Background: an optimization exercise with open tools, aiming at small area, a short achievable clock period and few clock cycles per item. Do not read the settings as production practice. RTL that was checked went through simulation tests only; none was proved equivalent to the original. Function not checked in runs 1 to 3: the RTL went through the layout flow alone. Power and IR drop assume default switching activity.

## design.v

```verilog
package sobel_pkg;
    typedef logic [11:0] rgb_t;
    typedef logic [7:0]  apb_addr_t;
    typedef logic [31:0] apb_data_t;
endpackage
module sobel_mag_rows (
    input  logic [6:0]  gx,
    input  logic [6:0]  gy,
    input  logic [12:0] thresh,
    output logic [13:4] r1,
    output logic [13:4] r2,
    output logic        c_lo
);
    logic [5:0]  bx, by;
    logic        sx, sy;
    logic [12:0] nt;
    logic m_1;
    logic m_2;
    logic m_3;
    logic m_4;
    logic m_5;
    logic m_6;
    logic m_7;
    logic m_8;
    logic m_9;
    logic m_10;
    logic m_11;
    logic m_12;
    logic m_13;
    logic m_14;
    logic m_15;
    logic m_16;
    logic m_17;
    logic m_18;
    logic m_19;
    logic m_20;
    logic m_21;
    logic m_22;
    logic m_23;
    logic m_24;
    logic m_25;
    logic m_26;
    logic m_27;
    logic m_28;
    logic m_29;
    logic m_30;
    logic m_31;
    logic m_32;
    logic m_33;
    logic m_34;
    logic m_35;
    logic m_36;
    logic m_37;
    logic m_38;
    logic m_39;
    logic m_40;
    logic m_41;
    logic m_42;
    logic m_43;
    logic m_44;
    logic m_45;
    logic m_46;
    logic m_47;
    logic m_48;
    logic m_49;
    logic m_50;
    logic m_51;
    logic m_52;
    logic m_53;
    logic m_54;
    logic m_55;
    logic m_56;
    logic m_57;
    logic m_58;
    logic m_59;
    logic m_60;
    logic m_61;
    logic m_62;
    logic m_63;
    logic m_64;
    logic m_65;
    logic m_66;
    logic m_67;
    logic m_68;
    logic m_69;
    logic m_70;
    logic m_71;
    logic m_72;
    logic m_73;
    logic m_74;
    logic m_75;
    logic m_76;
    logic m_77;
    logic m_78;
    logic m_79;
    logic m_80;
    logic m_81;
    logic m_82;
    logic m_83;
    logic m_84;
    logic m_85;
    logic m_86;
    logic m_87;
    logic m_88;
    logic m_89;
    logic m_90;
    logic m_91;
    logic m_92;
    logic m_93;
    logic m_94;
    logic m_95;
    logic m_96;
    logic m_97;
    logic m_98;
    logic m_99;
    logic m_100;
    logic m_101;
    logic m_102;
    logic m_103;
    logic m_104;
    logic [4:0] lc;
    logic [3:0] l1, l2;
    assign sx = gx[6];
    assign sy = gy[6];
    assign bx = gx[5:0] ^ {6{sx}};
    assign by = gy[5:0] ^ {6{sy}};
    assign nt = ~thresh;
    assign m_1 = (bx[0] & bx[2]) ^ (bx[1] & bx[0]);
    assign m_2 = (bx[0] & bx[2]) & (bx[1] & bx[0]);
    assign m_3 = (bx[0] & bx[3]) ^ (bx[2] & ~bx[1]) ^ (sx & bx[3]);
    assign m_4 = ((bx[0] & bx[3]) & (bx[2] & ~bx[1])) | ((bx[0] & bx[3]) & (sx & bx[3])) | ((bx[2] & ~bx[1]) & (sx & bx[3]));
    assign m_5 = (bx[0] & bx[4]) ^ (bx[1] & bx[3]) ^ (bx[2] & bx[1]);
    assign m_6 = ((bx[0] & bx[4]) & (bx[1] & bx[3])) | ((bx[0] & bx[4]) & (bx[2] & bx[1])) | ((bx[1] & bx[3]) & (bx[2] & bx[1]));
    assign m_7 = (sx & bx[4]) ^ (by[0] & by[4]) ^ (by[1] & by[3]);
    assign m_8 = ((sx & bx[4]) & (by[0] & by[4])) | ((sx & bx[4]) & (by[1] & by[3])) | ((by[0] & by[4]) & (by[1] & by[3]));
    assign m_9 = (bx[0] & bx[5]) ^ (bx[1] & bx[4]) ^ (bx[3] & ~bx[2]);
    assign m_10 = ((bx[0] & bx[5]) & (bx[1] & bx[4])) | ((bx[0] & bx[5]) & (bx[3] & ~bx[2])) | ((bx[1] & bx[4]) & (bx[3] & ~bx[2]));
    assign m_11 = (sx & bx[5]) ^ (by[0] & by[5]) ^ (by[1] & by[4]);
    assign m_12 = ((sx & bx[5]) & (by[0] & by[5])) | ((sx & bx[5]) & (by[1] & by[4])) | ((by[0] & by[5]) & (by[1] & by[4]));
    assign m_13 = (by[3] & ~by[2]) ^ (sy & by[5]);
    assign m_14 = (by[3] & ~by[2]) & (sy & by[5]);
    assign m_15 = (bx[1] & bx[5]) ^ (bx[2] & bx[4]) ^ (bx[3] & bx[2]);
    assign m_16 = ((bx[1] & bx[5]) & (bx[2] & bx[4])) | ((bx[1] & bx[5]) & (bx[3] & bx[2])) | ((bx[2] & bx[4]) & (bx[3] & bx[2]));
    assign m_17 = (by[1] & by[5]) ^ (by[2] & by[4]) ^ (by[3] & by[2]);
    assign m_18 = ((by[1] & by[5]) & (by[2] & by[4])) | ((by[1] & by[5]) & (by[3] & by[2])) | ((by[2] & by[4]) & (by[3] & by[2]));
    assign m_19 = (bx[2] & bx[5]) ^ (bx[4] & ~bx[3]);
    assign m_20 = (bx[2] & bx[5]) & (bx[4] & ~bx[3]);
    assign m_21 = bx[0] ^ sx;
    assign m_22 = bx[0] & sx;
    assign m_23 = (bx[1] & ~bx[0]) ^ (sx & bx[1]);
    assign m_24 = (bx[1] & ~bx[0]) & (sx & bx[1]);
    assign m_25 = m_1 ^ (sx & bx[2]) ^ (by[0] & by[2]);
    assign m_26 = (m_1 & (sx & bx[2])) | (m_1 & (by[0] & by[2])) | ((sx & bx[2]) & (by[0] & by[2]));
    assign m_27 = (by[1] & by[0]) ^ (sy & by[2]);
    assign m_28 = (by[1] & by[0]) & (sy & by[2]);
    assign m_29 = m_3 ^ (by[0] & by[3]) ^ (by[2] & ~by[1]);
    assign m_30 = (m_3 & (by[0] & by[3])) | (m_3 & (by[2] & ~by[1])) | ((by[0] & by[3]) & (by[2] & ~by[1]));
    assign m_31 = (sy & by[3]) ^ nt[4] ^ m_2;
    assign m_32 = ((sy & by[3]) & nt[4]) | ((sy & by[3]) & m_2) | (nt[4] & m_2);
    assign m_33 = m_5 ^ m_7 ^ (by[2] & by[1]);
    assign m_34 = (m_5 & m_7) | (m_5 & (by[2] & by[1])) | (m_7 & (by[2] & by[1]));
    assign m_35 = (sy & by[4]) ^ nt[5] ^ m_4;
    assign m_36 = ((sy & by[4]) & nt[5]) | ((sy & by[4]) & m_4) | (nt[5] & m_4);
    assign m_37 = m_9 ^ m_11 ^ m_13;
    assign m_38 = (m_9 & m_11) | (m_9 & m_13) | (m_11 & m_13);
    assign m_39 = nt[6] ^ m_6 ^ m_8;
    assign m_40 = (nt[6] & m_6) | (nt[6] & m_8) | (m_6 & m_8);
    assign m_41 = m_15 ^ m_17 ^ nt[7];
    assign m_42 = (m_15 & m_17) | (m_15 & nt[7]) | (m_17 & nt[7]);
    assign m_43 = m_10 ^ m_12 ^ m_14;
    assign m_44 = (m_10 & m_12) | (m_10 & m_14) | (m_12 & m_14);
    assign m_45 = m_19 ^ (by[2] & by[5]) ^ (by[4] & ~by[3]);
    assign m_46 = (m_19 & (by[2] & by[5])) | (m_19 & (by[4] & ~by[3])) | ((by[2] & by[5]) & (by[4] & ~by[3]));
    assign m_47 = nt[8] ^ m_16 ^ m_18;
    assign m_48 = (nt[8] & m_16) | (nt[8] & m_18) | (m_16 & m_18);
    assign m_49 = (bx[3] & bx[5]) ^ (bx[4] & bx[3]) ^ (by[3] & by[5]);
    assign m_50 = ((bx[3] & bx[5]) & (bx[4] & bx[3])) | ((bx[3] & bx[5]) & (by[3] & by[5])) | ((bx[4] & bx[3]) & (by[3] & by[5]));
    assign m_51 = (by[4] & by[3]) ^ nt[9] ^ m_20;
    assign m_52 = ((by[4] & by[3]) & nt[9]) | ((by[4] & by[3]) & m_20) | (nt[9] & m_20);
    assign m_53 = (bx[5] & ~bx[4]) ^ (by[5] & ~by[4]);
    assign m_54 = (bx[5] & ~bx[4]) & (by[5] & ~by[4]);
    assign m_55 = m_21 ^ by[0];
    assign m_56 = m_21 & by[0];
    assign m_57 = (sx & bx[0]) ^ (sy & by[0]) ^ nt[1];
    assign m_58 = ((sx & bx[0]) & (sy & by[0])) | ((sx & bx[0]) & nt[1]) | ((sy & by[0]) & nt[1]);
    assign m_59 = m_23 ^ (by[1] & ~by[0]) ^ (sy & by[1]);
    assign m_60 = (m_23 & (by[1] & ~by[0])) | (m_23 & (sy & by[1])) | ((by[1] & ~by[0]) & (sy & by[1]));
    assign m_61 = m_25 ^ m_27 ^ nt[3];
    assign m_62 = (m_25 & m_27) | (m_25 & nt[3]) | (m_27 & nt[3]);
    assign m_63 = m_29 ^ m_31 ^ m_26;
    assign m_64 = (m_29 & m_31) | (m_29 & m_26) | (m_31 & m_26);
    assign m_65 = m_33 ^ m_35 ^ m_30;
    assign m_66 = (m_33 & m_35) | (m_33 & m_30) | (m_35 & m_30);
    assign m_67 = m_37 ^ m_39 ^ m_34;
    assign m_68 = (m_37 & m_39) | (m_37 & m_34) | (m_39 & m_34);
    assign m_69 = m_41 ^ m_43 ^ m_38;
    assign m_70 = (m_41 & m_43) | (m_41 & m_38) | (m_43 & m_38);
    assign m_71 = m_45 ^ m_47 ^ m_42;
    assign m_72 = (m_45 & m_47) | (m_45 & m_42) | (m_47 & m_42);
    assign m_73 = m_49 ^ m_51 ^ m_46;
    assign m_74 = (m_49 & m_51) | (m_49 & m_46) | (m_51 & m_46);
    assign m_75 = m_53 ^ nt[10] ^ m_50;
    assign m_76 = (m_53 & nt[10]) | (m_53 & m_50) | (nt[10] & m_50);
    assign m_77 = (bx[5] & bx[4]) ^ (by[5] & by[4]) ^ nt[11];
    assign m_78 = ((bx[5] & bx[4]) & (by[5] & by[4])) | ((bx[5] & bx[4]) & nt[11]) | ((by[5] & by[4]) & nt[11]);
    assign m_79 = m_55 ^ sy;
    assign m_80 = m_55 & sy;
    assign m_81 = m_57 ^ m_22 ^ m_56;
    assign m_82 = (m_57 & m_22) | (m_57 & m_56) | (m_22 & m_56);
    assign m_83 = m_59 ^ nt[2] ^ m_58;
    assign m_84 = (m_59 & nt[2]) | (m_59 & m_58) | (nt[2] & m_58);
    assign m_85 = m_61 ^ m_24 ^ m_60;
    assign m_86 = (m_61 & m_24) | (m_61 & m_60) | (m_24 & m_60);
    assign m_87 = m_63 ^ m_28 ^ m_62;
    assign m_88 = (m_63 & m_28) | (m_63 & m_62) | (m_28 & m_62);
    assign m_89 = m_65 ^ m_32 ^ m_64;
    assign m_90 = (m_65 & m_32) | (m_65 & m_64) | (m_32 & m_64);
    assign m_91 = m_67 ^ m_36 ^ m_66;
    assign m_92 = (m_67 & m_36) | (m_67 & m_66) | (m_36 & m_66);
    assign m_93 = m_69 ^ m_40 ^ m_68;
    assign m_94 = (m_69 & m_40) | (m_69 & m_68) | (m_40 & m_68);
    assign m_95 = m_71 ^ m_44 ^ m_70;
    assign m_96 = (m_71 & m_44) | (m_71 & m_70) | (m_44 & m_70);
    assign m_97 = m_73 ^ m_48 ^ m_72;
    assign m_98 = (m_73 & m_48) | (m_73 & m_72) | (m_48 & m_72);
    assign m_99 = m_75 ^ m_52 ^ m_74;
    assign m_100 = (m_75 & m_52) | (m_75 & m_74) | (m_52 & m_74);
    assign m_101 = m_77 ^ m_54 ^ m_76;
    assign m_102 = (m_77 & m_54) | (m_77 & m_76) | (m_54 & m_76);
    assign m_103 = nt[12] ^ m_78;
    assign m_104 = nt[12] & m_78;
    assign l1[0] = m_79;
    assign l2[0] = nt[0];
    assign l1[1] = m_81;
    assign l2[1] = m_80;
    assign l1[2] = m_83;
    assign l2[2] = m_82;
    assign l1[3] = m_85;
    assign l2[3] = m_84;
    assign r1[4] = m_87;
    assign r2[4] = m_86;
    assign r1[5] = m_89;
    assign r2[5] = m_88;
    assign r1[6] = m_91;
    assign r2[6] = m_90;
    assign r1[7] = m_93;
    assign r2[7] = m_92;
    assign r1[8] = m_95;
    assign r2[8] = m_94;
    assign r1[9] = m_97;
    assign r2[9] = m_96;
    assign r1[10] = m_99;
    assign r2[10] = m_98;
    assign r1[11] = m_101;
    assign r2[11] = m_100;
    assign r1[12] = m_103;
    assign r2[12] = m_102;
    assign r1[13] = m_104;
    assign r2[13] = 1'b0;
    assign lc[0] = 1'b0;
    for (genvar i = 0; i < 4; i++) begin : g_lc
        assign lc[i+1] = (l1[i] & l2[i]) | ((l1[i] | l2[i]) & lc[i]);
    end
    assign c_lo = lc[4];
endmodule
module sobel_mag_carry (
    input  logic [13:4] r1,
    input  logic [13:4] r2,
    input  logic        c_lo,
    output logic        is_edge
);
    logic [13:4] cc;
    assign cc[4] = c_lo;
    for (genvar i = 4; i < 13; i++) begin : g_cc
        assign cc[i+1] = (r1[i] & r2[i]) | ((r1[i] | r2[i]) & cc[i]);
    end
    assign is_edge = r1[13] ^ r2[13] ^ cc[13];
endmodule
`timescale 1ns/1ps
module sobel_top #(
    parameter int IMG_WIDTH  = 160,
    parameter int IMG_HEIGHT = 120,
    parameter int ADDR_W     = 15
) (
    input  logic                 clk,
    input  logic                 rst_n,
    input  logic                 psel,
    input  logic                 penable,
    input  logic                 pwrite,
    input  sobel_pkg::apb_addr_t paddr,
    input  sobel_pkg::apb_data_t pwdata,
    output sobel_pkg::apb_data_t prdata,
    output logic                 pready,
    output logic                 pslverr,
    output logic                 src_rd_en,
    output logic [ADDR_W-1:0]    src_addr,
    input  sobel_pkg::rgb_t      src_data,
    output logic                 edge_we,
    output logic [ADDR_W-1:0]    edge_addr,
    output logic                 edge_bit
);
    localparam int L      = 12;
    localparam int K      = L - 2;
    localparam int NSTRIP = (IMG_HEIGHT - 2 + K - 1) / K;
    localparam int J_LAST = (IMG_HEIGHT - 1) - (NSTRIP - 1) * K;
    localparam int CH     = 2 * L + 3;
    localparam logic [ADDR_W-1:0] STEP_ROW   = ADDR_W'(IMG_WIDTH);
    localparam logic [ADDR_W-1:0] STEP_COL   = ADDR_W'(1 - (L - 1) * IMG_WIDTH);
    localparam logic [ADDR_W-1:0] STEP_STRIP = ADDR_W'(-IMG_WIDTH - (IMG_WIDTH - 1));
    localparam logic [ADDR_W-1:0] EDGE_INIT  = ADDR_W'(-3 * IMG_WIDTH + (IMG_WIDTH - 1) - IMG_WIDTH - 1);
    logic [12:0] thresh;
    logic [3:0]  margin;
    logic        busy;
    logic        done;
    logic [14:0] last_count;
    logic [14:0] cnt;
    logic [14:0] cnt_next;
    logic sel_th, sel_mg, sel_st, sel_cn, unmapped, cfg_wr;
    always_ff @(posedge clk) begin
        sel_th   <= (paddr == 8'h04);
        sel_mg   <= (paddr == 8'h08);
        sel_st   <= (paddr == 8'h0C);
        sel_cn   <= (paddr == 8'h10);
        unmapped <= !((paddr == 8'h00) || (paddr == 8'h04) || (paddr == 8'h08)
                      || (paddr == 8'h0C) || (paddr == 8'h10));
        cfg_wr   <= pwrite && ((paddr == 8'h00) || (paddr == 8'h04) || (paddr == 8'h08));
    end
    logic access_wr;
    logic start;
    assign pready    = 1'b1;
    assign pslverr   = unmapped || (cfg_wr && busy);
    assign access_wr = psel && penable && pwrite && !busy;
    assign start     = access_wr && (paddr == 8'h00) && pwdata[0];
    always_comb begin
        prdata = '0;
        if (sel_th) prdata[12:0] = thresh;
        if (sel_mg) prdata[3:0]  = margin;
        if (sel_st) prdata[1:0]  = {done, busy};
        if (sel_cn) prdata[14:0] = last_count;
    end
    always_ff @(posedge clk or negedge rst_n) begin
        if (!rst_n) begin
            thresh <= 13'd3000;
            margin <= 4'd0;
        end else begin
            if (access_wr && sel_th) thresh <= pwdata[12:0];
            if (access_wr && sel_mg) margin <= pwdata[3:0];
        end
    end
    logic [3:0]  j;       
    logic [7:0]  x;       
    logic [6:0]  ry;      
    logic        rd_done;
    logic        col_end;
    logic        strip_end;
    logic        final_rd;
    assign col_end   = (j == 4'(L - 1));
    assign strip_end = (x == 8'(IMG_WIDTH - 1));
    assign src_rd_en = busy && !rd_done && (ry < 7'(IMG_HEIGHT));
    assign final_rd  = strip_end && (ry == 7'(IMG_HEIGHT - 1)) && (j == 4'(J_LAST));
    always_ff @(posedge clk) begin
        if (!busy) begin
            j         <= '0;
            x         <= '0;
            ry        <= '0;
            src_addr  <= '0;
            edge_addr <= EDGE_INIT;
            rd_done   <= 1'b0;
        end else begin
            if (col_end) begin
                j <= '0;
                if (strip_end) begin
                    x        <= '0;
                    ry       <= ry - 7'd1;
                    src_addr <= src_addr + STEP_STRIP;
                end else begin
                    x        <= x + 8'd1;
                    ry       <= ry - 7'(L - 1);
                    src_addr <= src_addr + STEP_COL;
                end
            end else begin
                j        <= j + 4'd1;
                ry       <= ry + 7'd1;
                src_addr <= src_addr + STEP_ROW;
            end
            if (j == 4'd4) begin
                edge_addr <= edge_addr + ((x == 8'd0) ? STEP_STRIP : STEP_COL);
            end else begin
                edge_addr <= edge_addr + STEP_ROW;
            end
            if (src_rd_en && final_rd) rd_done <= 1'b1;
        end
    end
    logic [3:0] luma;
    logic [3:0] ch [0:CH-1];
    assign luma = 4'(src_data[11:10]) + 4'(src_data[7:5]) + 4'(src_data[7]) + 4'(src_data[3]);
    always_ff @(posedge clk) begin
        ch[0] <= luma;
        for (int i = 1; i < CH; i++) ch[i] <= ch[i-1];
    end
    logic [5:0]  sum_l, sum_r, sum_t, sum_b;
    logic [6:0]  gx, gy;
    logic [13:4] r1_d, r2_d, r1, r2;
    logic        c_lo_d, c_lo;
    logic        is_edge;
    assign sum_l = 6'(ch[2*L+2]) + {1'b0, ch[2*L+1], 1'b0} + 6'(ch[2*L]);
    assign sum_r = 6'(ch[2])     + {1'b0, ch[1], 1'b0}     + 6'(ch[0]);
    assign sum_t = 6'(ch[2*L+2]) + {1'b0, ch[L+2], 1'b0}   + 6'(ch[2]);
    assign sum_b = 6'(ch[2*L])   + {1'b0, ch[L], 1'b0}     + 6'(ch[0]);
    sobel_mag_rows u_rows (
        .gx     (gx),
        .gy     (gy),
        .thresh (thresh),
        .r1     (r1_d),
        .r2     (r2_d),
        .c_lo   (c_lo_d)
    );
    sobel_mag_carry u_carry (
        .r1      (r1),
        .r2      (r2),
        .c_lo    (c_lo),
        .is_edge (is_edge)
    );
    always_ff @(posedge clk) begin
        gx   <= {1'b0, sum_l} - {1'b0, sum_r};
        gy   <= {1'b0, sum_t} - {1'b0, sum_b};
        r1   <= r1_d;
        r2   <= r2_d;
        c_lo <= c_lo_d;
    end
    logic v0, m0;
    logic [4:1] v;
    logic [4:1] m;
    assign v0 = src_rd_en && (j >= 4'd2) && (x >= 8'd2);
    assign m0 = (x <= 8'(margin)) || ((9'(x) + 9'(margin)) > 9'(IMG_WIDTH))
             || (ry <= 7'(margin)) || ((8'(ry) + 8'(margin)) > 8'(IMG_HEIGHT));
    always_ff @(posedge clk or negedge rst_n) begin
        if (!rst_n) begin
            v       <= '0;
            edge_we <= 1'b0;
        end else begin
            v       <= {v[3:1], v0};
            edge_we <= v[4];
        end
    end
    always_ff @(posedge clk) begin
        m        <= {m[3:1], m0};
        edge_bit <= is_edge && !m[4];
    end
    assign cnt_next = cnt + 15'(edge_we && edge_bit);
    always_ff @(posedge clk) begin
        if (!busy) cnt <= '0;
        else       cnt <= cnt_next;
    end
    always_ff @(posedge clk or negedge rst_n) begin
        if (!rst_n) begin
            busy       <= 1'b0;
            done       <= 1'b0;
            last_count <= '0;
        end else if (start) begin
            busy <= 1'b1;
            done <= 1'b0;
        end else if (busy && rd_done && (v == 4'd0)) begin
            busy       <= 1'b0;
            done       <= 1'b1;
            last_count <= cnt_next;
        end
    end
endmodule
```

## run.sh

```bash
#!/bin/bash
# synth_recipe.tcl (not shown) runs the flow's synth.tcl, then flattens the netlist and writes it again
# the make line also repeats each setting of config.mk as NAME=value (left out here)
make -C /OpenROAD-flow-scripts/flow DESIGN_CONFIG=/design/flow/config.mk WORK_HOME=/design/flow/orfs CLKGATE_MAP_FILE= SYNTH_SCRIPT=/design/flow/synth_recipe.tcl finish
```

## config.mk

```make
export PLATFORM = sky130hd
export DESIGN_NAME = sobel_top
export DESIGN_NICKNAME = sobel_top
export VERILOG_FILES = /design/flow/design.v
export SDC_FILE = /design/flow/constraint.sdc
export NUM_CORES = 4
export LEC_CHECK = 0
export CAP_MARGIN = 20
export CORE_MARGIN = 2
export CORE_UTILIZATION = 40
export SLEW_MARGIN = 20
```

## constraint.sdc

```tcl
create_clock -name core_clock -period 5.5 [get_ports {clk}]
set_input_delay 1.1000 -clock core_clock [delete_from_list [all_inputs] [get_ports {clk}]]
set_output_delay 1.1000 -clock core_clock [all_outputs]
set_load 0.01 [all_outputs]
```

==> impl_results.md, run 1 <==
* Crit. Startpoint: sel_th$_DFF_P_
* Req. time, crit path at 4.40 ns
* DIE AREA at approximately 32000 sq um
* PD cells at 661.3 nW/um^2
* Largest area contributor in the netlist: dfxtp_1
* Hold Crit Start: ch[17][3]$_DFF_P_
* Drt first-iter violations at approximately 280
* CP max-delay cell: clkdlybuf4s50_1
* Synth top area share at between 30 and 40%
* # IOs at about 120
* Inserted Clock Buffers at 27
* Cells after synthesis at ~1.2k
* Pre-antenna DRT Iters at 4
* Fin crit period at between 3 and 4 ns
* IO Port Bufs at 80
* Detail Placement HPWL at between 15000 and 20000 microns
* CTS tree: built
* Clock skew at ~0.017 ns
* Unique masters post-synth at 66
* CP bufs+invs at 1
* Placed cells at about 1.6k
* Total global routing overflow at 0
* Root Driver: clkbuf_16
* Critical path arrival at about 2.4 ns
* Fin worst setup slack at between 1.5 and 2 ns
* WL/cell at roughly 14 microns
* Synth Area per Inst at about 10 sq um
* Die Wd at between 150 and 200 microns
* Final Non-Filler Cells at approximately 1.7k
* EDFF count, synth at 0
* Layout cells sized above 1 at 7.369%
* Initial antenna violation count at 0
* VDD IR max at just under 0.5 mV
* Core area at between 20000 and 30000 sq um
* Total of max-cap violations at 0
* Worst skew pair latency at 0.54 ns
* F_max at ~280 MHz
* Yosys reg bits at around 260
* P&R area growth vs syn at 16.99%
* Final setup fails at 0
* Relative slew slack at 32.60%
* Power, Total at approximately 9.3 mW
* CP Max Fanout at 5
* Reg clk slew, reported paths at about 0.060 ns
* Crit share post-route at 63.92%
* Top cells by area, synth: dfxtp_1 (36%), fa_1 (13%), ha_1 (9.0%)
* Most frequent cells in the layout: dfxtp_1 (218), inv_1 (141), nor2_1 (105)
* Global-route wire length before repair at ~38000 microns
* # H-tree levels at 1
* Top_reg_cell synth: dfxtp_1
* Met2 Usage GRT at 23.68%
* Worst r2r src: gx[6]$_DFF_P_
* Worst path max stage delay at 0.62 ns
* Largest net degree at the start of global routing at a little under 50
* # nets final at between 1k and 1.5k
* Met1 usage at 20.82%
* Setup CP Type: flop to primary output
* Cell leakage power at between 6 and 7 nW
* Met3 GRT Util at under 10%
* Post_cts resized at 0
* Synth async-reset ratio at around 15%
* Routability cong. at around 0.76
* Clock sink total at 257
* Hold Crit Class: flop to flop
* Setup TNS Final at 0 ns
* CP Capture Type: primary output
* Slew @ Worst Pin at roughly 1.0 ns
* Max Slew Vio Count at 0
* Status: no timing/DRC/antenna violations
* Synthesis Warnings at 2
* Die H at 177.6 microns
* Post-DR vias/cell at between 4 and 5
* Register area share after synthesis at 44.37%
* Global Route Usage Sum at 14.80%
* List of cells traversed by the critical path: nor2b_1, a22oi_1, nor2_1, a21oi_1, o21ai_0, clkdlybuf4s50_1
* Ant diodes at 0
* Initial Utilization at about two fifths
* Via Count at between 7k and 8k
* Row Count at between 60 and 70
* Most Crowded Layer GR: met2
* Vias in the first global route at around 7.8k
* Buffer count from post-CTS setup fixing at 0
* Drt drc at 0
* CTS Buffer Depth at 3
* Fin util at ~48%
* RSZ-0062 raised after global routing: no
* Largest delay contributor family on the critical path: buffers and inverters
* Hold buffer count at cts at 0
* Most common cell after layout, fill and taps aside: dfxtp_1
* Endpoints failing hold at 0
* WL final at about 23000 microns
* Final antenna-violating net count at 0
* Startpoint types: flop
* Pre-CTS WS at about 2.0 ns
* Post-Synthesis Cell Area at 12060 sq um
power by group:
| part | total, mW | switching [mW] | leakage, nW | internal, mW |
|---|---|---|---|---|
| logic | 4.99 | 2.69 | 3.42 | 2.30 |
| clock network | 1.83 | 0.736 | 0.434 | 1.09 |
| registers | 2.51 | 0.155 | 2.32 | 2.36 |
| total | 9.33 | 3.58 | 6.17 | 5.75 |
stage by stage:
stage          area, sq um  hold slack, ns
2_1_floorplan        12120          0.3096
5_1_grt              14100          0.3287
4_1_cts              14100          0.3267
3_5_place_dp         13200          0.3121
3_3_place_gp         13200          0.3100
6_report             14100          0.3237
state kept, by name, indices dropped and copies added (netlist names), 7 cells and up:
register	count
src_addr	15
x	8
ch	108
gy	7
cnt	15
edge_addr	15
last_count	15
r1	10
gx	7
ry	7
r2	9
thresh	13
synthesized netlist by cell type (5+ instances only):
master,n
dfxtp_1,218
inv_1,141
nor2_1,105
ha_1,87
fa_1,77
nand2_1,66
a21oi_1,64
xnor2_1,37
dfrtp_1,32
o21ai_0,27
nand3_1,23
xor2_1,23
mux2_2,20
buf_4,19
nor3_1,17
a21o_1,13
nor2b_1,13
and3_1,12
clkbuf_1,12
nand4_1,11
and2_1,10
nand2b_1,9
a22o_1,8
or2_2,8
dfstp_2,7
a31oi_1,6
buf_1,6
a211oi_1,5
routing by layer:
metal / vias up / wire [microns]
met2: 158 / 10140
met1: 3722 / 11410
li1: 3934 / -
met3: 29 / 1166
met5: - / 0
met4: 0 / 397
final timing paths:
kind	endpoint	slack (ns)	cells after the start
max reg2reg	r1[6]$_DFF_P_	2.04	7
min	ch[18][3]$_DFF_P_	0.32	0
max	prdata[1]	1.98	6
min reg2reg	ch[18][3]$_DFF_P_	0.32	0
max in group asynchronous	margin[0]$_DFFE_PN0P_	4.25	1
min in group asynchronous	thresh[6]$_DFFE_PN0P_	0.69	1
cell type report:
| class | count | area, sq um |
|---|---|---|
| inverter | 142 | 533.0 |
| clock buffer | 36 | 739.5 |
| multi-input combinational | 730 | 6003 |
| timing repair buffer | 84 | 825.8 |
| sequential | 257 | 5349 |
| clock inverter | 13 | 165.2 |
| fill | 2805 | 15530 |
| tap | 390 | 488.0 |
logic make-up (layout without fill, tap and decap cells):
| group | Yosys count | count (layout) | share of synthesized area (%) |
|---|---|---|---|
| buf+inv | 183 | 275 | 6.331 |
| mux | 24 | 24 | 2.200 |
| other cells | 2 | 18 | 0.06230 |
| xor+xnor | 60 | 60 | 4.359 |
| compound gates | 162 | 162 | 8.459 |
| fa+ha+maj | 166 | 166 | 21.98 |
| flops | 257 | 257 | 44.37 |
| simple gates | 300 | 300 | 12.24 |
==> run 2, diff against run 1 <==
==> flow/run.sh (new file) <==
#!/bin/bash
# The standard flow, with Yosys's adder-cell mapping turned off (adders are left as
# plain gates for ABC) and ABC's area script. Everything else is the standard flow.
set -euo pipefail
bash standard.sh ADDER_MAP_FILE= ABC_AREA=1 finish > flow_standard.log 2>&1
==> standard.sh (new file) <==
#!/bin/bash
# synth_recipe.tcl (not shown) runs the flow's synth.tcl, then flattens the netlist and writes it again
# the make line also repeats each setting of config.mk as NAME=value (left out here)
make -C /OpenROAD-flow-scripts/flow DESIGN_CONFIG=/design/flow/config.mk WORK_HOME=/design/flow/orfs CLKGATE_MAP_FILE= SYNTH_SCRIPT=/design/flow/synth_recipe.tcl "${@:-finish}"
removed: run.sh
==> impl_results.md, run 2 <==
* Cell leakage power at 7.646 nW (was 6.167 nW)
* DIE AREA at 34340 sq um (was 31540 sq um)
* EDFF count, synth at 0 (unchanged)
* Slew @ Worst Pin at 0.8999 ns (was 1.011 ns)
* Largest net degree at the start of global routing at 40 (was 49)
* Biggest register: ch (unchanged)
* Met3 WL at 1069 microns (was 1166 microns)
* Synthesis Warnings at 2 (unchanged)
* Drt drc at 0 (unchanged)
* Detail Placement HPWL at 21470 microns (was 17280 microns)
* Max Used Layer: met4 (unchanged)
* Wl on met1 at 13630 microns (was 11410 microns)
* Initial Utilization at 40.52% (was 40.67%)
* Setup TNS Final at 0 ns (unchanged)
* Final-layout fill cell count at 3248 (was 2805)
* CP bufs+invs at 2 (was 1)
* Clock network fraction of design power at 21.8% (was 19.6%)
* Synth async-reset ratio at 15.18% (unchanged)
* Hold Path Stages at 0 (unchanged)
* Relative slew slack at 40.01% (was 32.60%)
* Via Count at 11.51k (was 7843)
* Clock sink total at 257 (unchanged)
* VDD IR max at 0.2915 mV (was 0.4914 mV)
* Net Sw Power at 3.753 mW (was 3.576 mW)
* Most common cell after layout, fill and taps aside: nand2_1 (was dfxtp_1)
* Power, Total at 8.546 mW (was 9.327 mW)
* Die Wd at 185.3 microns (was 177.6 microns)
* Max Slew Vio Count at 0 (unchanged)
* F_max at 285.4 MHz (was 284.5 MHz)
* Top_reg_cell synth: dfxtp_1 (unchanged)
* Max reg flops at 108 (unchanged)
* Crit share post-route at 63.70% (was 63.92%)
* Cells after synthesis at 1942 (was 1154)
* Reg clk slew, reported paths at 0.06 ns (about the same)
* Comb pwr share at 50.8% (was 53.5%)
* FF-to-FF End: r1[6]$_DFF_P_ (unchanged)
* Inserted Clock Buffers at 27 (unchanged)
* Buffer count from post-CTS setup fixing at 0 (unchanged)
* IO Port Bufs at 80 (unchanged)
* P&R area growth vs syn at 16.01% (was 16.99%)
* Post_cts resized at 0 (unchanged)
* Hold Crit Class: flop to flop (unchanged)
* Clock skew at 0.009929 ns (was 0.01654 ns)
* Most frequent cells in the layout: nand2_1 (648), inv_1 (267), dfxtp_1 (218) (was dfxtp_1 (218), inv_1 (141), nor2_1 (105))
* Die H at 185.3 microns (was 177.6 microns)
* Area of the multi-input gates at 6546 sq um (was 6003 sq um)
* Global-route wire length before repair at 47640 microns (was 37870 microns)
* Post-synthesis simple-gate area fraction at 35.96% (was 12.24%)
* DR WL met2 at 12960 microns (was 10140 microns)
* Placed cells at 2443 (was 1603)
* WL final at 28120 microns (was 23110 microns)
* RSZ-0062 raised after global routing: no (unchanged)
* Yosys reg bits at 257 (unchanged)
* Largest delay contributor family on the critical path: buffers and inverters (unchanged)
* Worst path max stage delay at 0.60 ns (was 0.62 ns)
* CTS tree: built (unchanged)
* Routability cong. at 0.8623 (was 0.7579)
* Hold Crit Start: ch[11][2]$_DFF_P_ (was ch[17][3]$_DFF_P_)
* Critical path arrival at 2.40 ns (was 2.42 ns)
* PD cells at 560.3 nW/um^2 (was 661.3 nW/um^2)
* Worst reg2reg path depth at 19 (was 7)
* Register area at 5349 sq um (unchanged)
* Worst r2r src: gx[6]$_DFF_P_ (unchanged)
* Synth Area in Adders at 0% (was 21.98%)
* Register area share after synthesis at 40.68% (was 44.37%)
* Ant diodes at 0 (unchanged)
* Core area at 32450 sq um (was 29640 sq um)
* Setup CP Type: flop to primary output (unchanged)
* Multiplexer share of the synthesized area at 0% (was 2.200%)
* Most frequent cell after synthesis: nand2_1 (was dfxtp_1)
* Layout cells sized above 1 at 7.460% (was 7.369%)
* Final setup fails at 0 (unchanged)
* Worst skew pair latency at 0.54 ns (about the same)
* List of cells traversed by the critical path: inv_1, nand2_1, o21ai_0, clkdlybuf4s50_1 (was nor2b_1, a22oi_1, nor2_1, a21oi_1, o21ai_0, clkdlybuf4s50_1)
* Int Pwr at 4.794 mW (was 5.751 mW)
* Initial antenna violation count at 0 (unchanged)
* Pre-antenna DRT Iters at 7 (was 4)
* Root Driver: clkbuf_16 (unchanged)
* Hold Path End: ch[12][2]$_DFF_P_ (was ch[18][3]$_DFF_P_)
* Total global routing overflow at 0 (unchanged)
* CP Max Fanout at 15 (was 5)
* Synth top area share at 33.19% (was 36.20%)
* CP Capture Type: primary output (unchanged)
* Top cells by area, synth: dfxtp_1 (33%), nand2_1 (18%), inv_1 (7.6%) (was dfxtp_1 (36%), fa_1 (13%), ha_1 (9.0%))
* Final antenna-violating net count at 0 (unchanged)
* CP max-delay cell: clkdlybuf4s50_1 (unchanged)
* Post-DR vias/cell at 4.615 (was 4.748)
* Synth Area per Inst at 6.771 sq um (was 10.45 sq um)
* Status: no timing/DRC/antenna violations (unchanged)
* XOR/XNOR Fraction of Synth Area at 3.987% (was 4.359%)
* Fin crit period at 3.503 ns (was 3.515 ns)
* # IOs at 124 (unchanged)
* # H-tree levels at 1 (unchanged)
* Unique masters post-synth at 58 (was 66)
* Largest area contributor in the netlist: dfxtp_1 (unchanged)
* Startpoint types: flop (unchanged)
* Flop pwr share at 27.4% (was 26.9%)
* Row Count at 66 (was 63)
* Switch share at 43.91% (was 38.34%)
* Global Route Usage Sum at 16.62% (was 14.80%)
* Drt first-iter violations at 500 (was 282)
* Compound-Gate Fraction of Synth Area at 9.325% (was 8.459%)
* WL/cell at 11.28 microns (was 13.99 microns)
* Worst R2R Setup Slack at 2.86 ns (was 2.04 ns)
* Post-Synthesis Cell Area at 13150 sq um (was 12060 sq um)
* Hold buffer count at cts at 0 (unchanged)
* Final Non-Filler Cells at 2493 (was 1652)
* Largest family of logic cells by synthesized area: simple AND/OR/NAND/NOR gates (was adder cells)
* # nets final at 2087 (was 1463)
* CTS Buffer Depth at 3 (unchanged)
* Req. time, crit path at 4.40 ns (about the same)
* Endpoints failing hold at 0 (unchanged)
* Commonest cells in the netlist: nand2_1 (648), inv_1 (267), dfxtp_1 (218), nor2_1 (168), nand3_1 (132) (was dfxtp_1 (218), inv_1 (141), nor2_1 (105), ha_1 (87), fa_1 (77))
* Vias in the first global route at 10.46k (was 7765)
* Total of max-cap violations at 0 (unchanged)
run 2: cell count changes after synthesis, moves of 63 or more:
cell     change
nand3_1    +109
nand2_1    +582
inv_1      +126
nor2_1      +63
ha_1        -87
fa_1        -77
run 2: worst register-to-register path, stage by stage (launching register included):
cell,delay [ns]
dfxtp_1,0.72
inv_2,0.27
nand2_1,0.14
nand2_2,0.12
nand2_2,0.10
inv_2,0.05
nand2_2,0.08
nand2_1,0.10
nand2_1,0.07
nand2_1,0.08
nand2_1,0.06
nand2_1,0.04
nand2_1,0.07
nand3_1,0.11
nand3_1,0.16
nand2_1,0.07
nand2_1,0.08
nand2_1,0.05
nand2_1,0.05
nand2_1,0.08
run 2: power by group through the flow:
stage | sequential [mW] | clock, mW | combinational (mW)
2_1_floorplan | 2.31 | 0 | 3.68
3_3_place_gp | 2.38 | 0 | 4.23
3_5_place_dp | 2.38 | 0 | 4.35
4_1_cts | 2.35 | 1.92 | 4.36
5_1_grt | 2.38 | 2.00 | 5.10
6_report | 2.34 | 1.86 | 4.34
run 2: layout make-up:
| class | instances | share of cell area, % |
|---|---|---|
| Multi-Input combinational cell | 1379 | 42.92 |
| Sequential cell | 257 | 35.07 |
| Inverter | 281 | 6.931 |
| Timing Repair Buffer | 84 | 5.414 |
| Clock buffer | 33 | 4.708 |
| Tap cell | 442 | 3.626 |
| Clock inverter | 17 | 1.337 |
run 2: routing by layer:
| layer | up-vias | GRT usage (%) |
|---|---|---|
| met5 | - | 0 |
| met4 | 0 | 3.365 |
| met3 | 30 | 2.399 |
| met2 | 163 | 28.75 |
| met1 | 5081 | 22.04 |
| li1 | 6231 | - |
run 2: how the worst max path moves through the flow:
stage,start,to,slack [ns],cells after the start
4_1_cts,sel_cn$_DFF_P_,prdata[4],1.93,4
6_report,sel_cn$_DFF_P_,prdata[4],2.00,4
5_1_grt,sel_cn$_DFF_P_,prdata[4],1.78,4
2_1_floorplan,busy$_DFFE_PN0P_,prdata[0],3.25,4
3_5_place_dp,sel_cn$_DFF_P_,prdata[4],2.54,4
3_3_place_gp,sel_cn$_DFF_P_,prdata[4],2.52,4
run 2: per-stage QoR:
stage               area, sq um  hold slack [ns]  util, %  setup slack, ns
CTS                       15250           0.3262    47.00            1.928
detailed placement        14330           0.3121    44.16            2.538
global route              15250           0.3315    47.00            1.782
global placement          14330           0.3103    44.16            2.517
finish                    15250           0.3237    47.00            1.997
floorplan                 13210           0.3096        -            3.253
run 2: cells by family after synthesis:
kind of cell           count (synthesis)
buffers and inverters                322
flip-flops                           257
AND/OR/NAND/NOR                     1086
XOR/XNOR                              55
AO/OA/AOI/OAI                        220
other                                  2
==> run 3, diff against run 2 <==
--- a/design.v
+++ b/design.v
@@ -315,36 +315,40 @@
     logic [14:0] last_count;
     logic [14:0] cnt;
     logic [14:0] cnt_next;
-    logic sel_th, sel_mg, sel_st, sel_cn, unmapped, cfg_wr;
+    logic [14:0] rd_q;
+    logic        err_q;
+    logic        wr_th_q, wr_mg_q, wr_ct_q;
+    logic        a_ct, a_th, a_mg, a_st, a_cn;
+    assign a_ct = (paddr == 8'h00);
+    assign a_th = (paddr == 8'h04);
+    assign a_mg = (paddr == 8'h08);
+    assign a_st = (paddr == 8'h0C);
+    assign a_cn = (paddr == 8'h10);
     always_ff @(posedge clk) begin
-        sel_th   <= (paddr == 8'h04);
-        sel_mg   <= (paddr == 8'h08);
-        sel_st   <= (paddr == 8'h0C);
-        sel_cn   <= (paddr == 8'h10);
-        unmapped <= !((paddr == 8'h00) || (paddr == 8'h04) || (paddr == 8'h08)
-                      || (paddr == 8'h0C) || (paddr == 8'h10));
-        cfg_wr   <= pwrite && ((paddr == 8'h00) || (paddr == 8'h04) || (paddr == 8'h08));
+        rd_q <= '0;
+        if (a_th) rd_q[12:0] <= thresh;
+        if (a_mg) rd_q[3:0]  <= margin;
+        if (a_st) rd_q[1:0]  <= {done, busy};
+        if (a_cn) rd_q       <= last_count;
+        err_q   <= !(a_ct || a_th || a_mg || a_st || a_cn) || (pwrite && busy && (a_ct || a_th || a_mg));
+        wr_th_q <= pwrite && !busy && a_th;
+        wr_mg_q <= pwrite && !busy && a_mg;
+        wr_ct_q <= pwrite && !busy && a_ct;
     end
-    logic access_wr;
+    logic access;
     logic start;
-    assign pready    = 1'b1;
-    assign pslverr   = unmapped || (cfg_wr && busy);
-    assign access_wr = psel && penable && pwrite && !busy;
-    assign start     = access_wr && (paddr == 8'h00) && pwdata[0];
-    always_comb begin
-        prdata = '0;
-        if (sel_th) prdata[12:0] = thresh;
-        if (sel_mg) prdata[3:0]  = margin;
-        if (sel_st) prdata[1:0]  = {done, busy};
-        if (sel_cn) prdata[14:0] = last_count;
-    end
+    assign pready  = 1'b1;
+    assign pslverr = err_q;
+    assign prdata  = {17'd0, rd_q};
+    assign access  = psel && penable;
+    assign start   = access && wr_ct_q && pwdata[0];
     always_ff @(posedge clk or negedge rst_n) begin
         if (!rst_n) begin
             thresh <= 13'd3000;
             margin <= 4'd0;
         end else begin
-            if (access_wr && sel_th) thresh <= pwdata[12:0];
-            if (access_wr && sel_mg) margin <= pwdata[3:0];
+            if (access && wr_th_q) thresh <= pwdata[12:0];
+            if (access && wr_mg_q) margin <= pwdata[3:0];
         end
     end
     logic [3:0]  j;       
==> impl_results.md, run 3 <==
* Hold Crit Start: ch[10][3]$_DFF_P_ (was ch[11][2]$_DFF_P_)
* Row Count at 66 (unchanged)
* Post_cts resized at 0 (unchanged)
* CP Capture Type: primary output (unchanged)
* Worst reg2reg path depth at 19 (unchanged)
* Top cells by area, synth: dfxtp_1 (35%), nand2_1 (18%), inv_1 (7.4%) (was dfxtp_1 (33%), nand2_1 (18%), inv_1 (7.6%))
* XOR/XNOR Fraction of Synth Area at 4.091% (was 3.987%)
* Max reg flops at 108 (unchanged)
* Max Slew Vio Count at 0 (unchanged)
* Post-Synthesis Cell Area at 13270 sq um (was 13150 sq um)
* Worst r2r src: gx[6]$_DFF_P_ (unchanged)
* Status: no timing/DRC/antenna violations (unchanged)
* Setup TNS Final at 0 ns (unchanged)
* Final Non-Filler Cells at 2478 (was 2493)
* Top_reg_cell synth: dfxtp_1 (unchanged)
* Placed cells at 2422 (was 2443)
* Switch share at 42.85% (was 43.91%)
* # H-tree levels at 1 (unchanged)
* Clock sink total at 270 (was 257)
* Crit. Startpoint: busy$_DFFE_PN0P_ (was sel_cn$_DFF_P_)
* Register area share after synthesis at 42.26% (was 40.68%)
* Hold buffer count at cts at 0 (unchanged)
* Inserted Clock Buffers at 30 (was 27)
* Reg clk slew, reported paths at 0.06 ns (about the same)
* Flop pwr share at 28.6% (was 27.4%)
* Most common cell after layout, fill and taps aside: nand2_1 (unchanged)
* Global Route Usage Sum at 16.80% (was 16.62%)
* Int Pwr at 4.869 mW (was 4.794 mW)
* Cells after synthesis at 1925 (was 1942)
* Total global routing overflow at 0 (unchanged)
* Fin crit period at 3.650 ns (was 3.503 ns)
* Die Wd at 186.2 microns (was 185.3 microns)
* FF-to-FF End: r1[7]$_DFF_P_ (was r1[6]$_DFF_P_)
* Synth Area in Adders at 0% (unchanged)
* Pre-antenna DRT Iters at 4 (was 7)
* WL final at 28570 microns (was 28120 microns)
* # IOs at 124 (unchanged)
* Buffer count from post-CTS setup fixing at 0 (unchanged)
* Synth Area per Inst at 6.896 sq um (was 6.771 sq um)
* # nets final at 2069 (was 2087)
* Final setup fails at 0 (unchanged)
* Clock skew at 0.01034 ns (was 0.009929 ns)
* WL/cell at 11.53 microns (was 11.28 microns)
* Core area at 32620 sq um (was 32450 sq um)
* Comb pwr share at 48.0% (was 50.8%)
* Largest family of logic cells by synthesized area: simple AND/OR/NAND/NOR gates (unchanged)
* CTS tree: built (unchanged)
* Cell leakage power at 7.728 nW (was 7.646 nW)
* Startpoint types: flop (unchanged)
* Vias in the first global route at 10.63k (was 10.46k)
* Worst R2R Setup Slack at 2.90 ns (was 2.86 ns)
* CP Max Fanout at 36 (was 15)
* Clock network fraction of design power at 23.4% (was 21.8%)
* Largest net degree at the start of global routing at 40 (unchanged)
* Biggest register: ch (unchanged)
* Via Count at 11.46k (was 11.51k)
* Most frequent cells in the layout: nand2_1 (643), inv_1 (263), dfxtp_1 (231) (was nand2_1 (648), inv_1 (267), dfxtp_1 (218))
* Largest area contributor in the netlist: dfxtp_1 (unchanged)
* RSZ-0062 raised after global routing: no (unchanged)
* WHS at 0.3172 ns (was 0.3237 ns)
* Commonest cells in the netlist: nand2_1 (643), inv_1 (263), dfxtp_1 (231), nor2_1 (164), nand3_1 (134) (was nand2_1 (648), inv_1 (267), dfxtp_1 (218), nor2_1 (168), nand3_1 (132))
* IO Port Bufs at 80 (unchanged)
* CP max-delay cell: clkdlybuf4s50_1 (unchanged)
* Final antenna-violating net count at 0 (unchanged)
* Drt first-iter violations at 476 (was 500)
* Total of max-cap violations at 0 (unchanged)
* Net Sw Power at 3.651 mW (was 3.753 mW)
* Hold Crit Class: flop to flop (unchanged)
* Relative slew slack at 39.39% (was 40.01%)
* Die H at 186.2 microns (was 185.3 microns)
* Final-layout fill cell count at 3290 (was 3248)
* Endpoints failing hold at 0 (unchanged)
* Synth top area share at 34.84% (was 33.19%)
* VDD IR max at 0.2918 mV (was 0.2915 mV)
* Hold Path Stages at 0 (unchanged)
* Initial antenna violation count at 0 (unchanged)
* Worst path max stage delay at 0.56 ns (was 0.60 ns)
* Req. time, crit path at 4.40 ns (about the same)
* Worst Setup EP: src_rd_en (was prdata[4])
* Post-DR vias/cell at 4.623 (was 4.615)
* Root Driver: clkbuf_16 (unchanged)
* P&R area growth vs syn at 16.40% (was 16.01%)
* Slew @ Worst Pin at 0.9091 ns (was 0.8999 ns)
* Layout cells sized above 1 at 7.515% (was 7.460%)
* Compound-Gate Fraction of Synth Area at 8.710% (was 9.325%)
* Worst skew pair latency at 0.56 ns (was 0.54 ns)
* F_max at 274.0 MHz (was 285.4 MHz)
* Multiplexer share of the synthesized area at 0.08483% (was 0%)
* Setup CP Type: flop to primary output (unchanged)
* Yosys reg bits at 270 (was 257)
* Crit share post-route at 66.37% (was 63.70%)
* PD cells at 551.4 nW/um^2 (was 560.3 nW/um^2)
* Synthesis Warnings at 2 (unchanged)
* Routability cong. at 0.8694 (was 0.8623)
* CTS Buffer Depth at 3 (unchanged)
* Global-route wire length before repair at 48440 microns (was 47640 microns)
* Detail Placement HPWL at 21650 microns (was 21470 microns)
* Initial Utilization at 40.69% (was 40.52%)
* Critical path arrival at 2.55 ns (was 2.40 ns)
* Unique masters post-synth at 64 (was 58)
* Drt drc at 0 (unchanged)
* Post-synthesis simple-gate area fraction at 34.99% (was 35.96%)
* Ant diodes at 0 (unchanged)
* EDFF count, synth at 0 (unchanged)
* List of cells traversed by the critical path: buf_4, inv_1, buf_4, a21oi_1, inv_1, nor2_1, clkdlybuf4s50_1 (was inv_1, nand2_1, o21ai_0, clkdlybuf4s50_1)
* DIE AREA at 34660 sq um (was 34340 sq um)
* Synth async-reset ratio at 14.44% (was 15.18%)
* Most frequent cell after synthesis: nand2_1 (unchanged)
[run 3: cell count changes after synthesis, sizes merged, moves of 5 or more]
cell	change
a21oi	-13
dfxtp	+13
nand2	-20
nand3	+7
nand4	+8
nor2	-7
o2111ai	+5
o21ai	-10
[run 3: area by class of cell]
cell class / instances / area (sq um) / share of cell area [%]
clock buffers: 36 / 803.3 / 5.199
repair buffers: 83 / 818.3 / 5.296
flip-flops and latches: 270 / 5609 / 36.30
inverters: 277 / 1040 / 6.729
clock inverters: 20 / 205.2 / 1.328
multi-input cells: 1350 / 6422 / 41.57
well taps: 442 / 553.0 / 3.579
[run 3: worst max-delay path: cells and delay by family, from the launching register on]
kind,cells,cell delay [ns]
AND/OR/NAND/NOR,1,0.14
flip-flops,1,0.33
buffers and inverters,5,1.35
AO/OA/AOI/OAI,1,0.16
[run 3: per-layer routing]
| metal | vias to the layer above | part of all wire (%) | GRT usage (%) |
|---|---|---|---|
| met3 | 46 | 4.0 | 2.492 |
| met5 | - | 0 | 0 |
| met1 | 5025 | 49 | 22.36 |
| li1 | 6192 | - | - |
| met2 | 194 | 45 | 28.46 |
| met4 | 0 | 2.5 | 4.598 |
[run 3: power by group through the flow]
stage	Combinational [mW]	Sequential [mW]	Clock [mW]
after detailed placement	4.10	2.48	0
after global placement	4.00	2.47	0
after floorplan	3.49	2.40	0
final	4.09	2.44	1.99
after global routing	4.77	2.47	2.13
after CTS	4.12	2.44	2.06
[run 3: worst min path at each step]
stage,slack (ns),endpoint
floorplan,0.31,ch[10][0]$_DFF_P_
global placement,0.31,ch[14][3]$_DFF_P_
detailed placement,0.31,ch[18][1]$_DFF_P_
CTS,0.32,ch[24][3]$_DFF_P_
global route,0.32,ch[24][3]$_DFF_P_
finish,0.32,ch[11][3]$_DFF_P_
[run 3: cells by family after synthesis]
logic type | after synthesis
other cells | 2
flops | 270
mux | 1
xor+xnor | 58
simple gates | 1072
compound gates | 201
buf+inv | 321
[run 3: per-stage QoR]
step | power [mW] | utilization, % | area (sq um) | setup slack (ns)
6_report | 8.520 | 47.37 | 15450 | 1.850
5_1_grt | 9.374 | 47.37 | 15450 | 1.597
2_1_floorplan | 5.884 | - | 13330 | 3.160
4_1_cts | 8.614 | 47.37 | 15450 | 1.791
3_5_place_dp | 6.580 | 44.28 | 14440 | 2.087
3_3_place_gp | 6.471 | 44.28 | 14440 | 2.124
==> run 4, diff against run 3 <==
--- a/design.v
+++ b/design.v
@@ -360,7 +360,7 @@
     logic        final_rd;
     assign col_end   = (j == 4'(L - 1));
     assign strip_end = (x == 8'(IMG_WIDTH - 1));
-    assign src_rd_en = busy && !rd_done && (ry < 7'(IMG_HEIGHT));
+    logic        rd_next;
     assign final_rd  = strip_end && (ry == 7'(IMG_HEIGHT - 1)) && (j == 4'(J_LAST));
     always_ff @(posedge clk) begin
         if (!busy) begin
@@ -395,6 +395,21 @@
             if (src_rd_en && final_rd) rd_done <= 1'b1;
         end
     end
+    always_comb begin
+        if (!busy) begin
+            rd_next = start;
+        end else if (rd_done || final_rd) begin
+            rd_next = 1'b0;
+        end else if (col_end) begin
+            rd_next = !strip_end || (ry <= 7'(IMG_HEIGHT));
+        end else begin
+            rd_next = (ry <= 7'(IMG_HEIGHT - 2));
+        end
+    end
+    always_ff @(posedge clk or negedge rst_n) begin
+        if (!rst_n) src_rd_en <= 1'b0;
+        else        src_rd_en <= rd_next;
+    end
     logic [3:0] luma;
     logic [3:0] ch [0:CH-1];
     assign luma = 4'(src_data[11:10]) + 4'(src_data[7:5]) + 4'(src_data[7]) + 4'(src_data[3]);
@@ -464,10 +479,10 @@
         end else if (start) begin
             busy <= 1'b1;
             done <= 1'b0;
-        end else if (busy && rd_done && (v == 4'd0)) begin
+        end else if (busy && rd_done && (v == 4'd0) && !edge_we) begin
             busy       <= 1'b0;
             done       <= 1'b1;
-            last_count <= cnt_next;
+            last_count <= cnt;
         end
     end
 endmodule
==> flow/run.sh (replaced) <==
#!/bin/bash
# The standard flow, with three changes to how the layout is made:
#  - Yosys's adder-cell mapping is off (adders are left as plain gates for ABC),
#  - ABC uses its area script,
#  - the port buffers are buf_2 cells instead of the slow delay-buffer cell that
#    buffer_ports picks by default.
set -euo pipefail
bash standard.sh ADDER_MAP_FILE= ABC_AREA=1 "BUFFER_PORTS_ARGS=-buffer_cell sky130_fd_sc_hd__buf_2" finish > flow_standard.log 2>&1
--- a/config.mk
+++ b/config.mk
@@ -8,4 +8,5 @@
 export CAP_MARGIN = 20
 export CORE_MARGIN = 2
 export CORE_UTILIZATION = 40
+export SETUP_SLACK_MARGIN = 3.1
 export SLEW_MARGIN = 20
==> impl_results.md, run 4 <==
* Status: no timing/DRC/antenna violations (unchanged)
* Crit. path cell count at 1 (was 7)
* Reg clk slew, reported paths at 0.07 ns (was 0.06 ns)
* Final-layout fill cell count at 3318 (was 3290)
* Worst r2r src: x[6]$_SDFFE_PN0P_ (was gx[6]$_DFF_P_)
* Initial Utilization at 40.84% (was 40.69%)
* Largest area contributor in the netlist: dfxtp_1 (unchanged)
* Drt drc at 0 (unchanged)
* PD cells at 571.9 nW/um^2 (was 551.4 nW/um^2)
* CP Max Fanout at 7 (was 36)
* Placement Cell Area at 14160 sq um (was 14440 sq um)
* Detail Placement HPWL at 21810 microns (was 21650 microns)
* Vias in the first global route at 10.64k (was 10.63k)
* F_max at 429.5 MHz (was 274.0 MHz)
* Cells after synthesis at 1920 (was 1925)
* IO Port Bufs at 80 (unchanged)
* Worst Setup EP: src_addr[10] (was src_rd_en)
* Routability cong. at 0.8649 (was 0.8694)
* Crit. Startpoint: src_addr[10]$_SDFF_PN0_ (was busy$_DFFE_PN0P_)
* Register area share after synthesis at 42.19% (was 42.26%)
* EDFF count, synth at 0 (unchanged)
* Most frequent cell after synthesis: nand2_1 (unchanged)
* Die Wd at 186.7 microns (was 186.2 microns)
* Cell leakage power at 7.800 nW (was 7.728 nW)
* Via Count at 11.57k (was 11.46k)
* Most common cell after layout, fill and taps aside: nand2_1 (unchanged)
* Setup CP Type: flop to primary output (unchanged)
* Unique masters post-synth at 60 (was 64)
* Final antenna-violating net count at 0 (unchanged)
* Post-Synthesis Cell Area at 13350 sq um (was 13270 sq um)
* Clock sink total at 271 (was 270)
* Max Slew Vio Count at 0 (unchanged)
* Area of the multi-input gates at 6549 sq um (was 6422 sq um)
* Crit share post-route at 42.33% (was 66.37%)
* Fin crit period at 2.328 ns (was 3.650 ns)
* FF-to-FF End: edge_addr[10]$_SDFF_PN1_ (was r1[7]$_DFF_P_)
* Int Pwr at 4.996 mW (was 4.869 mW)
* Post-DR vias/cell at 4.666 (was 4.623)
* Synth Area per Inst at 6.955 sq um (was 6.896 sq um)
* List of cells traversed by the critical path: buf_2 (was buf_4, inv_1, buf_4, a21oi_1, inv_1, nor2_1, clkdlybuf4s50_1)
* VDD IR max at 0.3882 mV (was 0.2918 mV)
* Largest delay contributor family on the critical path: flip-flops (was buffers and inverters)
* Top_reg_cell synth: dfxtp_1 (unchanged)
* Critical path arrival at 1.23 ns (was 2.55 ns)
* Net Sw Power at 3.746 mW (was 3.651 mW)
* Register area at 5648 sq um (was 5609 sq um)
* Design Area, Final at 15280 sq um (was 15450 sq um)
* DIE AREA at 34860 sq um (was 34660 sq um)
* Top cells by area, synth: dfxtp_1 (35%), nand2_1 (17%), inv_1 (7.5%) (was dfxtp_1 (35%), nand2_1 (18%), inv_1 (7.4%))
* Final setup fails at 0 (unchanged)
* Global-route wire length before repair at 49490 microns (was 48440 microns)
* Synth top area share at 34.63% (was 34.84%)
* Clock network fraction of design power at 22.4% (was 23.4%)
* WHS at 0.3203 ns (was 0.3172 ns)
* Global Route Usage Sum at 16.72% (was 16.80%)
* # nets final at 2071 (was 2069)
* Total of max-cap violations at 0 (unchanged)
* Startpoint types: flop (unchanged)
* Commonest cells in the netlist: nand2_1 (602), inv_1 (266), dfxtp_1 (231), nor2_1 (156), nand3_1 (125) (was nand2_1 (643), inv_1 (263), dfxtp_1 (231), nor2_1 (164), nand3_1 (134))
* CP Capture Type: primary output (unchanged)
* Hold Crit Start: ch[22][3]$_DFF_P_ (was ch[10][3]$_DFF_P_)
* Comb pwr share at 49.6% (was 48.0%)
* CTS Buffer Depth at 3 (unchanged)
* Core area at 32700 sq um (was 32620 sq um)
* Endpoints failing hold at 0 (unchanged)
* Slew @ Worst Pin at 0.9462 ns (was 0.9091 ns)
* # H-tree levels at 1 (unchanged)
* Largest net degree at the start of global routing at 42 (was 40)
* Worst skew pair latency at 0.55 ns (was 0.56 ns)
* Clock skew at 0.008338 ns (was 0.01034 ns)
* Flop pwr share at 27.9% (was 28.6%)
* Fin util at 46.74% (was 47.37%)
* Layout cells sized above 1 at 13.85% (was 7.515%)
* Hold Crit Class: flop to flop (unchanged)
* Drt first-iter violations at 651 (was 476)
* Die H at 186.7 microns (was 186.2 microns)
* Hold buffer count at cts at 0 (unchanged)
* Initial antenna violation count at 2 (was 0)
* Max reg flops at 108 (unchanged)
* Power, Total at 8.741 mW (was 8.520 mW)
* Root Driver: clkbuf_16 (unchanged)
* WL/cell at 11.71 microns (was 11.53 microns)
* WL final at 29040 microns (was 28570 microns)
* Worst reg2reg path depth at 14 (was 19)
* Pre-antenna DRT Iters at 5 (was 4)
* RSZ-0062 raised after global routing: yes (was no)
* Biggest register: ch (unchanged)
* Worst path max stage delay at 0.48 ns (was 0.56 ns)
* # IOs at 124 (unchanged)
* Req. time, crit path at 4.40 ns (about the same)
* CTS tree: built (unchanged)
* Worst R2R Setup Slack at 3.33 ns (was 2.90 ns)
* Relative slew slack at 36.92% (was 39.39%)
* CP max-delay cell: dfxtp_1 (was clkdlybuf4s50_1)
* Most frequent cells in the layout: nand2_1 (602), inv_1 (263), dfxtp_1 (224) (was nand2_1 (643), inv_1 (263), dfxtp_1 (231))
* Yosys reg bits at 271 (was 270)
* CP bufs+invs at 1 (was 5)
* Synth async-reset ratio at 14.76% (was 14.44%)
* Synthesis Warnings at 2 (unchanged)
* Total global routing overflow at 0 (unchanged)
* P&R area growth vs syn at 14.46% (was 16.40%)
* Row Count at 66 (unchanged)
* Switch share at 42.85% (about the same)
* Inserted Clock Buffers at 28 (was 30)
* Setup TNS Final at 0 ns (unchanged)
==> run 4: cell types whose count changed after synthesis, moves of 6 or more <==
cell | previous run | this run
nand2_1 | 643 | 602
o21ai_0 | 76 | 94
a21oi_1 | 65 | 76
inv_2 | 13 | 23
nand3_1 | 134 | 125
nor2_1 | 164 | 156
nor3_1 | 12 | 20
nand2_2 | 31 | 38
nand4_1 | 25 | 18
nand2_4 | 5 | 11
==> run 4: power by group through the flow <==
stage          registers (mW)  clock network (mW)  logic, mW
6_report                 2.44                1.96       4.34
5_1_grt                  2.48                2.10       5.09
4_1_cts                  2.45                2.02       4.32
3_5_place_dp             2.49                   0       4.30
3_3_place_gp             2.48                   0       4.18
2_1_floorplan            2.41                   0       3.65
==> run 4: kinds of logic after synthesis <==
kind of cell	synth area share (%)
multiplexers	0.1686
XOR/XNOR	3.682
buffers and inverters	9.904
AO/OA/AOI/OAI	9.847
flip-flops	42.19
other	0.05624
AND/OR/NAND/NOR	34.15
==> run 4: layer usage <==
layer | GRT usage (%) | share of wire [%] | up-vias
li1 | - | - | 6206
met1 | 22.59 | 49 | 5150
met2 | 27.52 | 45 | 164
met3 | 2.483 | 3.6 | 51
met4 | 5.220 | 2.6 | 0
met5 | 0 | 0 | -
==> run 4: cell type report <==
cell class,count,share of cell area (%)
clock buffers,40,5.288
multi-input cells,1336,42.85
inverters,289,7.114
repair buffers,88,3.094
well taps,442,3.618
diodes,2,0.03274
clock inverters,12,1.056
flip-flops and latches,271,36.95
==> run 4: worst min path at each step <==
| stage | cells after the start | endpoint |
|---|---|---|
| after floorplan | 0 | ch[10][0]$_DFF_P_ |
| after global placement | 0 | ch[12][3]$_DFF_P_ |
| after detailed placement | 0 | ch[17][2]$_DFF_P_ |
| after CTS | 0 | ch[23][3]$_DFF_P_ |
| after global routing | 0 | ch[6][3]$_DFF_P_ |
| final | 0 | ch[23][3]$_DFF_P_ |
==> run 4: what timing repair did <==
item,4_1_cts,5_1_grt
gates resized for setup,3,34
pin swaps,0,4
endpoints found under the setup margin,25,39
setup buffers,0,5
==> run 4: metrics by stage <==
stage / setup WS (ns) / cells
floorplan: 3.148 / 1936
global placement: 2.349 / 2421
detailed placement: 2.312 / 2421
CTS: 3.105 / 2473
global route: 3.057 / 2480
finish: 3.172 / 2480
Testbench counts of run 4, summed over its fixed seeds: cycles 368,928, frames 16.
==> run 5, diff against run 4 <==
--- a/config.mk
+++ b/config.mk
@@ -8,5 +8,4 @@
 export CAP_MARGIN = 20
 export CORE_MARGIN = 2
 export CORE_UTILIZATION = 40
-export SETUP_SLACK_MARGIN = 3.1
 export SLEW_MARGIN = 20
==> impl_results.md, run 5 <==
* Routability cong. at 0.8873 (was 0.8649)
* Post-Synthesis Cell Area at 13350 sq um (unchanged)
* Slew @ Worst Pin at 0.9100 ns (was 0.9462 ns)
* Synth top area share at 34.63% (unchanged)
* Relative slew slack at 39.33% (was 36.92%)
* Total of max-cap violations at 0 (unchanged)
* Post-DR vias/cell at 4.688 (was 4.666)
* WL final at 29100 microns (was 29040 microns)
* P&R area growth vs syn at 14.07% (was 14.46%)
* Setup CP Type: flop to flop (was flop to primary output)
* Biggest register: ch (unchanged)
* Placement Cell Area at 14160 sq um (unchanged)
* Core area at 32700 sq um (unchanged)
* Crit share post-route at 46.01% (was 42.33%)
* Design Area, Final at 15230 sq um (was 15280 sq um)
* Clock sink total at 271 (unchanged)
* Post_cts resized at 0 (was 3)
* Register area share after synthesis at 42.19% (unchanged)
* Hold Crit Class: flop to flop (unchanged)
* WL/cell at 11.75 microns (was 11.71 microns)
* Cells after synthesis at 1920 (unchanged)
* Die H at 186.7 microns (unchanged)
* Status: no timing/DRC/antenna violations (unchanged)
* List of cells traversed by the critical path: inv_2, nand2_1, nand2_2, inv_2, nand2_2, nand2_1, inv_1, o21bai_1, nand2_1, nand3_1, nand4_1, nand2_1, nand2_1, nand3b_1, nand2_1, nand2_1, nand2_1 (was buf_2)
* Yosys reg bits at 271 (unchanged)
* Clock skew at 0.01689 ns (was 0.008338 ns)
* CP bufs+invs at 3 (was 1)
* Fin crit period at 2.531 ns (was 2.328 ns)
* Row Count at 66 (unchanged)
* Hold buffer count at cts at 0 (unchanged)
* IO Port Bufs at 80 (unchanged)
* # H-tree levels at 1 (unchanged)
* Via Count at 11.61k (was 11.57k)
* Commonest cells in the netlist: nand2_1 (602), inv_1 (266), dfxtp_1 (231), nor2_1 (156), nand3_1 (125) (unchanged)
* Total global routing overflow at 0 (unchanged)
* Req. time, crit path at 5.95 ns (was 4.40 ns)
* Top cells by area, synth: dfxtp_1 (35%), nand2_1 (17%), inv_1 (7.5%) (unchanged)
* Area of the multi-input gates at 6464 sq um (was 6549 sq um)
* Worst skew pair latency at 0.55 ns (about the same)
* CP max-delay cell: dfxtp_1 (unchanged)
* EDFF count, synth at 0 (unchanged)
* Synth Area per Inst at 6.955 sq um (unchanged)
* Global Route Usage Sum at 16.68% (was 16.72%)
* Worst path max stage delay at 0.73 ns (was 0.48 ns)
* Placed cells at 2421 (unchanged)
* Largest delay contributor family on the critical path: simple AND/OR/NAND/NOR gates (was flip-flops)
* F_max at 395.2 MHz (was 429.5 MHz)
* Root Driver: clkbuf_16 (unchanged)
* Initial antenna violation count at 0 (was 2)
* # nets final at 2068 (was 2071)
* CTS Buffer Depth at 3 (unchanged)
* Synth async-reset ratio at 14.76% (unchanged)
* CTS tree: built (unchanged)
* Power, Total at 8.879 mW (was 8.741 mW)
* Inserted Clock Buffers at 30 (was 28)
* # IOs at 124 (unchanged)
* Vias in the first global route at 10.65k (was 10.64k)
* Final setup fails at 0 (unchanged)
* Layout cells sized above 1 at 12.58% (was 13.85%)
* CP Max Fanout at 12 (was 7)
* Global-route wire length before repair at 49470 microns (was 49490 microns)
* Final Non-Filler Cells at 2477 (was 2480)
* RSZ-0062 raised after global routing: no (was yes)
* PD cells at 582.9 nW/um^2 (was 571.9 nW/um^2)
* Max Slew Vio Count at 0 (unchanged)
* Die Wd at 186.7 microns (unchanged)
* Final-layout fill cell count at 3359 (was 3318)
* DIE AREA at 34860 sq um (unchanged)
* Cell leakage power at 7.791 nW (was 7.800 nW)
* Ant diodes at 0 (was 2)
* Largest net degree at the start of global routing at 42 (unchanged)
==> run 5: cell counts after synthesis <==
No cell type changed its count.
==> run 5: path summary, 6_finish.rpt <==
| path | start | end | slack, ns | cells after the start |
|---|---|---|---|---|
| worst max register to register | gx[6]$_DFF_P_ | r1[8]$_DFF_P_ | 2.97 | 17 |
| worst min-delay path | ch[18][1]$_DFF_P_ | ch[19][1]$_DFF_P_ | 0.32 | 0 |
| max in group asynchronous | rst_n | margin[2]$_DFFE_PN0P_ | 4.24 | 1 |
| min in group asynchronous | rst_n | last_count[9]$_DFFE_PN0P_ | 0.68 | 1 |
| worst min register to register | ch[18][1]$_DFF_P_ | ch[19][1]$_DFF_P_ | 0.32 | 0 |
| worst max-delay path | gx[6]$_DFF_P_ | r1[8]$_DFF_P_ | 2.97 | 17 |
==> run 5: per-layer routing <==
metal | wire length [microns] | part of all wire, % | vias up | track usage, %
met2 | 12840 | 44 | 182 | 27.75
li1 | - | - | 6192 | -
met5 | 0 | 0 | - | 0
met1 | 14490 | 50 | 5191 | 22.79
met4 | 700 | 2.4 | 0 | 4.274
met3 | 1067 | 3.7 | 47 | 2.295
==> run 5: worst register-to-register path: stages, from the launching register on <==
cell and delay [ns]:
dfxtp_1 0.73, inv_2 0.21, nand2_1 0.14, nand2_2 0.09
inv_2 0.13, nand2_2 0.09, nand2_1 0.07, inv_1 0.05
o21bai_1 0.20, nand2_1 0.07, nand3_1 0.09, nand4_1 0.14
nand2_1 0.09, nand2_1 0.06, nand3b_1 0.14, nand2_1 0.07
nand2_1 0.05, nand2_1 0.04
==> run 5: area by class of cell <==
class	count	area share, %
Clock buffer	42	5.626
Timing Repair Buffer	83	2.776
Inverter	289	7.121
Sequential cell	271	36.99
Multi-Input combinational cell	1336	42.43
Clock inverter	14	1.429
Tap cell	442	3.630
==> run 5: per-stage QoR <==
step                      worst slack, ns  util [%]  hold WS (ns)
after floorplan                     2.997         -        0.3096
after global placement              2.632     43.30        0.3102
after detailed placement            2.567     43.30        0.3121
after CTS                           2.969     46.58        0.3260
after global routing                2.607     46.58        0.3300
final                               2.969     46.58        0.3242
==> run 5: cell families (layout without fill, tap and decap cells) <==
family / Yosys count / after routing / synth area share, %
buffers and inverters: 329 / 428 / 9.904
and+or+nand+nor: 1033 / 1033 / 34.15
muxes: 2 / 2 / 0.1686
xor gates and xnor gates: 53 / 53 / 3.682
AOI/OAI and AO/OA: 230 / 230 / 9.847
DFF: 271 / 271 / 42.19
other: 2 / 18 / 0.05624
==> run 5: where the power goes <==
part | total, mW | switching [mW] | internal (mW)
registers | 2.45 | 0.177 | 2.27
clock network | 2.14 | 0.816 | 1.33
logic | 4.29 | 2.77 | 1.52
total | 8.88 | 3.76 | 5.12

Setup slack of run 5, layout unchanged: 2.969 ns with ideal ports, 2.969 ns with driving cells assumed (clock clkbuf_16, inputs buf_2), 2.526 ns with port delays also shifted by the 0.591 ns mid clock arrival.
